Source: an optimization exercise on an open RTL-to-GDS flow (aim: small area, a short achievable clock period and few clock cycles per item). Production flows keep margins and buffers that such runs may drop. In this exercise RTL edits were held to simulation tests only and were not proved equivalent to the original.

## tns_link_top
module tns_link_top (
    input  logic        clock,
    input  logic        rst_n,
    input  logic        in_valid,
    input  logic [23:0] in_data,
    input  logic        out_credit,
    output logic        in_credit,
    output logic        out_valid,
    output logic [27:0] out_code,
    output logic [23:0] out_data
);
export LEC_CHECK = 0
export ABC_AREA = 1
export CAP_MARGIN = 20
export CORE_MARGIN = 2
export CORE_UTILIZATION = 40
export CTS_BUF_LIST = sky130_fd_sc_hd__clkbuf_8 sky130_fd_sc_hd__clkbuf_16
export CTS_CLUSTER_DIAMETER = 100
export CTS_CLUSTER_SIZE = 35
export SLEW_MARGIN = 20
create_clock -name core_clock -period 45.0 [get_ports {clock}]
standard.sh (not shown) runs the stock make flow with config.mk's settings and CLKGATE_MAP_FILE= SYNTH_SCRIPT=/design/flow/synth_recipe.tcl, a recipe that flattens the netlist after the stock synthesis.
==> flow/flow/run.sh <==
#!/bin/bash
# The standard layout, with port buffers of a plain buffer cell.
set -euo pipefail
export BUFFER_PORTS_ARGS="-buffer_cell sky130_fd_sc_hd__buf_1"
bash standard.sh finish > standard_flow.log 2>&1
Testbench counts at the start, summed over its fixed seeds: cycles 5,546, words 4,800.
Rerun with:
Settings changed: CTS_BUF_LIST sky130_fd_sc_hd__clkbuf_8 sky130_fd_sc_hd__clkbuf_16 to not set, CTS_CLUSTER_DIAMETER 100 to not set, CTS_CLUSTER_SIZE 35 to not set.
Effect: The new run produced a clean layout; synthesized area is unchanged; clock-buffer cell count climbs by 21; design area climbs by a few percent; wire length goes up slightly; non-clock buffer count stays the same; cell count grows slightly; worst setup slack degrades by 0.057 ns; utilization went up by 1.4 points.
Rerun with:
Settings changed: CTS_BUF_LIST set to sky130_fd_sc_hd__clkbuf_8 sky130_fd_sc_hd__clkbuf_16, CTS_CLUSTER_DIAMETER set to 100, CTS_CLUSTER_SIZE set to 25.
Result:
- final area went down by 3.3%
- global-route usage went down by 0.32 points
- via count went down by 1.2%
- die area stays the same

## build 98
tns_link_top, a different RTL version from the one above (not shown whole).
Size in the first run: about 1700 cells after synthesis, roughly 190 flip-flops, about 82 I/O pins, roughly 13000 um^2 of cells after synthesis.
==> flow/config.mk <==
export PLATFORM = sky130hd
export DESIGN_NAME = tns_link_top
export DESIGN_NICKNAME = tns_link_top
export VERILOG_FILES = /design/flow/design.v
export SDC_FILE = /design/flow/constraint.sdc
export NUM_CORES = 4
export LEC_CHECK = 0
export ABC_AREA = 1
export CAP_MARGIN = 20
export CORE_MARGIN = 2
export CORE_UTILIZATION = 40
export CTS_BUF_LIST = sky130_fd_sc_hd__clkbuf_4 sky130_fd_sc_hd__clkbuf_8 sky130_fd_sc_hd__clkbuf_16
export CTS_CLUSTER_DIAMETER = 60
export CTS_CLUSTER_SIZE = 20
export SLEW_MARGIN = 20
==> flow/constraint.sdc <==
create_clock -name core_clock -period 45.0 [get_ports {clock}]
set_input_delay 9.0000 -clock core_clock [delete_from_list [all_inputs] [get_ports {clock}]]
set_output_delay 9.0000 -clock core_clock [all_outputs]
set_load 0.01 [all_outputs]
Scripts as last shown in full above: flow/flow/run.sh
Testbench counts of build 98, summed over its fixed seeds: cycles 5,547, words 4,800.
Edits applied to the flow inputs when going from build 98 to build 70:
Settings: CTS_CLUSTER_SIZE changed from 20 to 25; CTS_BUF_LIST changed from sky130_fd_sc_hd__clkbuf_4 sky130_fd_sc_hd__clkbuf_8 sky130_fd_sc_hd__clkbuf_16 to sky130_fd_sc_hd__clkbuf_8 sky130_fd_sc_hd__clkbuf_16; CORE_UTILIZATION changed from 40 to 60; CTS_CLUSTER_DIAMETER changed from 60 to 100.
Results
Side by side, time the final worst path needs with I/O delays and setup turned out lower in build 70 than in build 98. Critical path depth delta (build 98 -> build 70): insignificant. Diff build 98 -> build 70: final instance count without filler cells lost 126. Fraction of area in multi-input gates: build 70 > build 98. Sort build 70 and build 98 by number of global-route vias before repair, descending, and build 98 comes first.
Edits applied to the flow inputs when going from build 70 to build 82:
Settings: CORE_UTILIZATION changed from 60 to 40.
==> flow/flow/run.sh <==
#!/bin/bash
# The standard layout, with port buffers of a plain buffer cell.
set -euo pipefail
export SETUP_SLACK_MARGIN=35.0
export BUFFER_PORTS_ARGS="-buffer_cell sky130_fd_sc_hd__buf_1"
bash standard.sh finish > standard_flow.log 2>&1
Signed area change from the synthesized netlist to the final layout delta for build 82 relative to build 70: 4.4 points higher
Diff build 70 -> build 82: buffers inserted during post-CTS setup optimization saw an increase.
Build 82: area fraction of clock buffers and clock inverters 0.31 points below build 70
For portion of the clock cycle consumed by the worst path in the final layout, build 82 and build 70 come out practically identical.
Non-clock buffer count in build 82 is 34% higher than in build 70
Changes in build 43 relative to build 82:
==> flow/flow/run.sh <==
#!/bin/bash
# The standard layout, with port buffers of a plain buffer cell.
set -euo pipefail
export BUFFER_PORTS_ARGS="-buffer_cell sky130_fd_sc_hd__buf_1"
bash standard.sh finish > standard_flow.log 2>&1
### Flow results
Relative to build 82, layout buffer count excluding clock buffers has gone down in build 43.
Combined area of all synthesized cells: build 43 vs build 82 identical
Cmp build 43 vs build 82: wire length lower in build 43
The number of cell instances on the worst register-to-register path of build 43 falls short of that of build 82 by 4.3%.
Delta(total of fill cells in the finished design, build 43 - build 82) > 0
Number of vias per cell after detailed routing of build 43 is on par with build 82.
Fraction of area in registers, build 82 and build 43, lower one = build 82.
Re sequential cell count: no difference whatsoever between build 82 and build 43.
As far as global-route usage is concerned, build 82 and build 43 perform about the same.

-- separate check: timing with driven ports --
How much do the figures lean on ideal ports? The routed layouts below were timed once more, with nothing changed but the port constraints. Step 1, drivers: a clkbuf_16 drives clock and a buf_2 each remaining input, both assumed. Step 2 times the ports against the registers' clock, not the clock port: input delays grow and output delays shrink by t, the midpoint of the rising clock arrivals with the driver on. a / b / c = no drivers / after step 1 / after step 2; a / b = the first two.
run	t (ns)	setup slack, ns	worst setup path at the end	pins driven straight from the clock port
the first run of note 1	0.534	34.920 / 34.872 / 35.285	input to register	1
the second run of note 1	0.605	34.864 / 34.814 / 35.272	input to register	1
the third run of note 1	0.523	34.934 / 34.885 / 35.273	input to register	1
build 98	0.499	34.974 / 34.928 / 35.150	register to register	1
build 70	0.478	35.002 / 34.955 / 35.089	register to register	1
build 82	0.502	34.997 / 34.950 / 35.192	input to register	1
build 43	0.499	34.974 / 34.928 / 35.150	register to register	1
After both steps every run listed still meets setup and hold.
